This design comes from an exercise in tuning for small area and a short achievable clock period on the open sky130 flow, not from production work.

==> flow/design.v <==
package mdu_pkg;
  typedef enum logic [3:0] {
    MDU_MULT  = 4'd1,
    MDU_MULTU = 4'd2,
    MDU_DIV   = 4'd3,
    MDU_DIVU  = 4'd4,
    MDU_MTHI  = 4'd5,
    MDU_MTLO  = 4'd6
  } mdu_op_e;
  typedef enum logic {
    S_IDLE = 1'b0,
    S_RUN  = 1'b1
  } mdu_state_e;
  localparam int unsigned MULT_CYCLES_DEF = 5;
  localparam int unsigned DIV_CYCLES_DEF  = 10;
endpackage
module mdu_booth_row (
  input  logic        ext_i,     
  input  logic        cin_i,     
  input  logic [32:0] acc_i,
  input  logic [32:0] m_i,
  input  logic [2:0]  y_i,
  output logic [32:0] acc_o,
  output logic [1:0]  p_o
);
  logic        neg, one, two;
  logic [34:0] a, mx, mx2, b, s;
  assign neg = y_i[2];
  assign one = y_i[1] ^ y_i[0];
  assign two = (y_i[2] & ~y_i[1] & ~y_i[0]) | (~y_i[2] & y_i[1] & y_i[0]);
  assign a   = {ext_i, ext_i, acc_i};
  assign mx  = {m_i[32], m_i[32], m_i};
  assign mx2 = {m_i[32], m_i, 1'b0};
  assign b   = (({35{one}} & mx) | ({35{two}} & mx2)) ^ {35{neg}};
  genvar k;
  generate
    for (k = 0; k < 35; k++) begin : g_fa
      logic ci, co;
      if (k == 0) begin : g_first
        assign ci = neg | cin_i;
      end else begin : g_next
        assign ci = g_fa[k-1].co;
      end
      assign s[k] = a[k] ^ b[k] ^ ci;
      assign co   = (a[k] & b[k]) | (a[k] & ci) | (b[k] & ci);
    end
  endgenerate
  assign acc_o = s[34:2];
  assign p_o   = s[1:0];
endmodule
module mdu_booth_step (
  input  logic        ext_i,
  input  logic        cin_i,     
  input  logic [32:0] acc_i,
  input  logic [32:0] m_i,
  input  logic [6:0]  y_i,
  output logic [34:0] s0_o,
  output logic [32:0] acc_o,
  output logic [5:0]  p_o
);
  logic [32:0] a1, a2;
  mdu_booth_row u_r0 (.ext_i(ext_i), .cin_i(cin_i), .acc_i(acc_i), .m_i(m_i), .y_i(y_i[2:0]), .acc_o(a1),    .p_o(p_o[1:0]));
  mdu_booth_row u_r1 (.ext_i(a1[32]), .cin_i(1'b0), .acc_i(a1),   .m_i(m_i), .y_i(y_i[4:2]), .acc_o(a2),    .p_o(p_o[3:2]));
  mdu_booth_row u_r2 (.ext_i(a2[32]), .cin_i(1'b0), .acc_i(a2),   .m_i(m_i), .y_i(y_i[6:4]), .acc_o(acc_o), .p_o(p_o[5:4]));
  assign s0_o = {a1, p_o[1:0]};
endmodule
module mdu_div_row (
  input  logic [31:0] r_i,
  input  logic        d_i,
  input  logic [31:0] x_i,
  input  logic        cin_i,
  output logic [31:0] r_o,
  output logic        q_o
);
  logic [32:0] p, t;
  assign p = {r_i, d_i};
  genvar k;
  generate
    for (k = 0; k < 32; k++) begin : g_fa
      logic ci, co;
      if (k == 0) begin : g_first
        assign ci = cin_i;
      end else begin : g_next
        assign ci = g_fa[k-1].co;
      end
      assign t[k] = p[k] ^ x_i[k] ^ ci;
      assign co   = (p[k] & x_i[k]) | (p[k] & ci) | (x_i[k] & ci);
    end
  endgenerate
  assign t[32] = ~(p[32] ^ g_fa[31].co);
  assign q_o = p[32] | g_fa[31].co;
  assign r_o = ({32{q_o}} & t[31:0]) | ({32{~q_o}} & p[31:0]);
endmodule
module mdu_div_step (
  input  logic [31:0] r_i,
  input  logic [2:0]  d_i,
  input  logic [31:0] x_i,
  input  logic        cin_i,
  output logic [31:0] r_o,
  output logic [2:0]  q_o
);
  logic [31:0] r1, r2;
  mdu_div_row u_r0 (.r_i(r_i), .d_i(d_i[2]), .x_i(x_i), .cin_i(cin_i), .r_o(r1),  .q_o(q_o[2]));
  mdu_div_row u_r1 (.r_i(r1),  .d_i(d_i[1]), .x_i(x_i), .cin_i(cin_i), .r_o(r2),  .q_o(q_o[1]));
  mdu_div_row u_r2 (.r_i(r2),  .d_i(d_i[0]), .x_i(x_i), .cin_i(cin_i), .r_o(r_o), .q_o(q_o[0]));
endmodule
module mdu_cneg (
  input  logic        en_i,
  input  logic [31:0] x_i,
  output logic [31:0] y_o
);
  genvar k;
  generate
    for (k = 0; k < 32; k++) begin : g_bit
      logic any_o;
      if (k == 0) begin : g_first
        assign y_o[k] = x_i[k];
        assign any_o  = x_i[k];
      end else begin : g_next
        assign y_o[k] = x_i[k] ^ (en_i & g_bit[k-1].any_o);
        assign any_o  = g_bit[k-1].any_o | x_i[k];
      end
    end
  endgenerate
endmodule
module mdu_ctrl #(
  parameter int unsigned MULT_CYCLES = mdu_pkg::MULT_CYCLES_DEF,
  parameter int unsigned DIV_CYCLES  = mdu_pkg::DIV_CYCLES_DEF
) (
  input  logic        clk,
  input  logic        reset,
  input  logic        start,
  input  logic [3:0]  op,
  input  logic [31:0] rs,
  input  logic [31:0] rt,
  input  logic        out_sel,
  input  logic        flush,
  output logic        busy,
  output logic [31:0] out
);
  logic        busy_q;
  logic [3:0]  cnt_q;
  logic        div_q;      
  logic        smul_q;     
  logic        aneg_q;     
  logic        cin_q;      
  logic        yprev_q;    
  logic [32:0] x_q;        
  logic [32:0] a_q;        
  logic [31:0] q_q;        
  logic [31:0] hi_q, lo_q;
  logic        op_mul, op_div, op_smul, op_sdiv, accept;
  logic        qneg, wr;
  logic        aneg, bneg;
  logic        last, fin, hold, mmode;
  logic [32:0] x_d, acc_in, acc_o;
  logic [34:0] s0;
  logic [6:0]  y_in;
  logic [5:0]  p_o;
  logic        dq3;
  logic [31:0] r3, r4;
  logic [2:0]  dq_o;
  logic        neg_en;
  logic [31:0] neg_in, neg_out;
  assign op_mul  = (op == mdu_pkg::MDU_MULT) || (op == mdu_pkg::MDU_MULTU);
  assign op_div  = (op == mdu_pkg::MDU_DIV)  || (op == mdu_pkg::MDU_DIVU);
  assign op_smul = (op == mdu_pkg::MDU_MULT);
  assign op_sdiv = (op == mdu_pkg::MDU_DIV);
  assign accept  = start & ~flush & ~busy_q;
  assign aneg    = op_sdiv & rs[31];
  assign bneg    = op_sdiv & rt[31];
  assign last  = (cnt_q == 4'(MULT_CYCLES - 1));
  assign fin   = busy_q & (div_q ? (cnt_q == 4'(DIV_CYCLES - 1)) : last);
  assign hold  = cnt_q[3];
  assign mmode = busy_q ? ~div_q : ~op_div;
  assign x_d = busy_q ? x_q
             : {op_div | (op_smul & rt[31]), rt ^ {32{op_div & ~bneg}}};
  assign qneg = aneg_q ^ ~cin_q;
  assign wr   = ~(cin_q & (&x_q[31:0]));
  mdu_div_step u_div (
    .r_i   (a_q[31:0]),
    .d_i   (q_q[31:29]),
    .x_i   (x_q[31:0]),
    .cin_i (cin_q),
    .r_o   (r3),
    .q_o   (dq_o)
  );
  assign acc_in = ~busy_q ? 33'd0 : div_q ? {r3, q_q[28]} : a_q;
  assign y_in   = ~busy_q ? {rs[5:0] & {6{~op_div}}, 1'b0}
                : div_q ? 7'b0000001
                : last ? {{4{smul_q & q_q[1]}}, q_q[1:0], yprev_q}
                : {q_q[5:0], yprev_q};
  mdu_booth_step u_mul (
    .ext_i (acc_in[32] & ~div_q),
    .cin_i (busy_q & div_q & cin_q),
    .acc_i (acc_in),
    .m_i   (x_d),
    .y_i   (y_in),
    .s0_o  (s0),
    .acc_o (acc_o),
    .p_o   (p_o)
  );
  assign dq3 = ~s0[33];
  assign r4  = ({32{dq3}} & s0[31:0]) | ({32{~dq3}} & {r3[30:0], q_q[28]});
  assign neg_in = ~busy_q ? rs : ((div_q & cnt_q[0]) ? a_q[31:0] : q_q);
  assign neg_en = ~busy_q ? aneg : (cnt_q[0] ? aneg_q : qneg);
  mdu_cneg u_neg (.en_i(neg_en), .x_i(neg_in), .y_o(neg_out));
  always_ff @(posedge clk) begin
    x_q <= x_d;
    if (!busy_q) begin
      cnt_q   <= 4'd0;
      div_q   <= op_div;
      smul_q  <= op_smul;
      aneg_q  <= aneg;
      cin_q   <= ~bneg;
    end else begin
      cnt_q   <= cnt_q + 4'd1;
    end
    yprev_q <= busy_q ? q_q[5] : rs[5];
    if (!busy_q || !div_q) begin
      a_q <= acc_o;
    end else if (!hold) begin
      a_q <= {acc_o[32], r4};    
    end
    if (mmode) begin
      q_q <= {p_o, neg_out[31:6]};
    end else if (busy_q && !hold) begin
      q_q <= {q_q[27:0], dq_o, dq3};
    end else begin
      q_q <= neg_out;
    end
  end
  always_ff @(posedge clk) begin
    if (reset) begin
      busy_q <= 1'b0;
      hi_q   <= 32'd0;
      lo_q   <= 32'd0;
    end else if (!busy_q) begin
      busy_q <= accept & (op_mul | op_div);
      if (accept && op == mdu_pkg::MDU_MTHI) hi_q <= neg_out;
      if (accept && op == mdu_pkg::MDU_MTLO) lo_q <= neg_out;
    end else if (fin) begin
      busy_q <= 1'b0;
      if (!div_q) begin
        hi_q <= {acc_o[27:0], p_o[5:2]};
        lo_q <= {p_o[1:0], q_q[31:2]};
      end else if (wr) begin
        hi_q <= neg_out;
        lo_q <= q_q;
      end
    end
  end
  assign out  = out_sel ? lo_q : hi_q;
  assign busy = busy_q;
endmodule
==> flow/config.mk <==
export PLATFORM = sky130hd
export DESIGN_NAME = mdu_ctrl
export DESIGN_NICKNAME = mdu_ctrl
export VERILOG_FILES = /design/flow/design.v
export SDC_FILE = /design/flow/constraint.sdc
export NUM_CORES = 4
export LEC_CHECK = 0
export ABC_AREA = 1
export CAP_MARGIN = 20
export CORE_MARGIN = 2
export CORE_UTILIZATION = 40
export SLEW_MARGIN = 20
==> flow/constraint.sdc <==
create_clock -name core_clock -period 150.0 [get_ports {clk}]
set_input_delay 30.0000 -clock core_clock [delete_from_list [all_inputs] [get_ports {clk}]]
set_output_delay 30.0000 -clock core_clock [all_outputs]
set_load 0.01 [all_outputs]
standard.sh (not shown) runs the stock make flow with config.mk's settings and CLKGATE_MAP_FILE= SYNTH_SCRIPT=/design/flow/synth_recipe.tcl, a recipe that flattens the netlist after the stock synthesis.
==> flow/flow/run.sh <==
#!/bin/bash
# Layout flow: the standard flow (standard.sh) with three changes:
#  - synthesis maps with flow/abc_area.script, an area-oriented ABC script,
#  - synthesis skips Yosys's early generic ABC pass (SYNTH_ARGS=-noabc), so
#    the full adders written in the RTL reach extract_fa as written,
#  - the port buffers are buf_1 cells.
# Every tool's output stays in the ORFS logs under orfs/logs; make's own output
# goes to flow_make.log.
set -euo pipefail
rm -rf scripts_local
cp -r "$FLOW_HOME/scripts" scripts_local
cp flow/abc_area.script scripts_local/abc_area.script
bash standard.sh SCRIPTS_DIR="$PWD/scripts_local" SYNTH_ARGS=-noabc \
  "BUFFER_PORTS_ARGS=-buffer_cell sky130_fd_sc_hd__buf_1" finish > flow_make.log 2>&1
==> flow/flow/abc_area.script <==
strash
&get -n
&st
&dch
&nf -R 1000
&put
strash
&get -n
&st
&dch
&nf -R 1000
&put
Edit:
--- a/flow/design.v
+++ b/flow/design.v
@@ -49,20 +49,22 @@
   assign p_o   = s[1:0];
 endmodule
 module mdu_booth_step (
-  input  logic        ext_i,
-  input  logic        cin_i,     
   input  logic [32:0] acc_i,
   input  logic [32:0] m_i,
   input  logic [6:0]  y_i,
-  output logic [34:0] s0_o,
+  input  logic        sel_i,
+  input  logic [32:0] acc2_i,
+  input  logic        cin2_i,
+  output logic [34:0] s2_o,
   output logic [32:0] acc_o,
   output logic [5:0]  p_o
 );
-  logic [32:0] a1, a2;
-  mdu_booth_row u_r0 (.ext_i(ext_i), .cin_i(cin_i), .acc_i(acc_i), .m_i(m_i), .y_i(y_i[2:0]), .acc_o(a1),    .p_o(p_o[1:0]));
-  mdu_booth_row u_r1 (.ext_i(a1[32]), .cin_i(1'b0), .acc_i(a1),   .m_i(m_i), .y_i(y_i[4:2]), .acc_o(a2),    .p_o(p_o[3:2]));
-  mdu_booth_row u_r2 (.ext_i(a2[32]), .cin_i(1'b0), .acc_i(a2),   .m_i(m_i), .y_i(y_i[6:4]), .acc_o(acc_o), .p_o(p_o[5:4]));
-  assign s0_o = {a1, p_o[1:0]};
+  logic [32:0] a1, a2, b2;
+  assign b2 = ({33{sel_i}} & acc2_i) | ({33{~sel_i}} & a2);
+  mdu_booth_row u_r0 (.ext_i(acc_i[32]), .cin_i(1'b0), .acc_i(acc_i), .m_i(m_i), .y_i(y_i[2:0]), .acc_o(a1), .p_o(p_o[1:0]));
+  mdu_booth_row u_r1 (.ext_i(a1[32]), .cin_i(1'b0), .acc_i(a1), .m_i(m_i), .y_i(y_i[4:2]), .acc_o(a2), .p_o(p_o[3:2]));
+  mdu_booth_row u_r2 (.ext_i(a2[32] & ~sel_i), .cin_i(cin2_i), .acc_i(b2), .m_i(m_i), .y_i(y_i[6:4]), .acc_o(acc_o), .p_o(p_o[5:4]));
+  assign s2_o = {acc_o, p_o[5:4]};
 endmodule
 module mdu_div_row (
   input  logic [31:0] r_i,
@@ -154,7 +156,8 @@
   logic        aneg, bneg;
   logic        last, fin, hold, mmode;
   logic [32:0] x_d, acc_in, acc_o;
-  logic [34:0] s0;
+  logic [34:0] s2;
+  logic        dsel;
   logic [6:0]  y_in;
   logic [5:0]  p_o;
   logic        dq3;
@@ -185,23 +188,25 @@
     .r_o   (r3),
     .q_o   (dq_o)
   );
-  assign acc_in = ~busy_q ? 33'd0 : div_q ? {r3, q_q[28]} : a_q;
+  assign dsel   = busy_q & div_q;
+  assign acc_in = busy_q ? a_q : 33'd0;
   assign y_in   = ~busy_q ? {rs[5:0] & {6{~op_div}}, 1'b0}
-                : div_q ? 7'b0000001
+                : div_q ? 7'b0010000
                 : last ? {{4{smul_q & q_q[1]}}, q_q[1:0], yprev_q}
                 : {q_q[5:0], yprev_q};
   mdu_booth_step u_mul (
-    .ext_i (acc_in[32] & ~div_q),
-    .cin_i (busy_q & div_q & cin_q),
     .acc_i (acc_in),
     .m_i   (x_d),
     .y_i   (y_in),
-    .s0_o  (s0),
+    .sel_i (dsel),
+    .acc2_i({r3, q_q[28]}),
+    .cin2_i(dsel & cin_q),
+    .s2_o  (s2),
     .acc_o (acc_o),
     .p_o   (p_o)
   );
-  assign dq3 = ~s0[33];
-  assign r4  = ({32{dq3}} & s0[31:0]) | ({32{~dq3}} & {r3[30:0], q_q[28]});
+  assign dq3 = ~s2[33];
+  assign r4  = ({32{dq3}} & s2[31:0]) | ({32{~dq3}} & {r3[30:0], q_q[28]});
   assign neg_in = ~busy_q ? rs : ((div_q & cnt_q[0]) ? a_q[31:0] : q_q);
   assign neg_en = ~busy_q ? aneg : (cnt_q[0] ? aneg_q : qneg);
   mdu_cneg u_neg (.en_i(neg_en), .x_i(neg_in), .y_o(neg_out));
- The changed run went through all stages and came out clean
- count of clock-buffer cells in the layout goes up by 4
- via count goes down by a few percent
- utilization barely changes
- synthesized area hardly moves
- hold slack gets better by 0.026 ns
No functional check of the RTL was part of any run of this note.

## port drivers added, routing unchanged
How much do the figures lean on ideal ports? The routed layouts below were timed once more, with nothing changed but the port constraints. Step 1, drivers: a clkbuf_16 drives clk and a buf_2 each remaining input, both assumed. Step 2, shift: input delay + t, output delay - t, t = (earliest + latest rising clock arrival at the registers) / 2. This alone moves slack from input paths to output paths. a / b / c = ideal / step 1 / step 2; a / b = the first two.
run	t, ns	setup WS [ns]	worst setup path at the end	slew at the worst register clock pin (ns)	worst slew at a driven data input, ns
the first run	0.514	86.917 / 86.917 / 86.917	register to register	0.08 / 0.08	0.08
the second run	0.520	88.815 / 88.792 / 88.792	input to output	0.09 / 0.09	0.04
After both steps setup and hold are still met in every run listed. The setup slack of the second run, which loses most, moves by -0.023 ns with the drivers and by -0.023 ns with both steps.
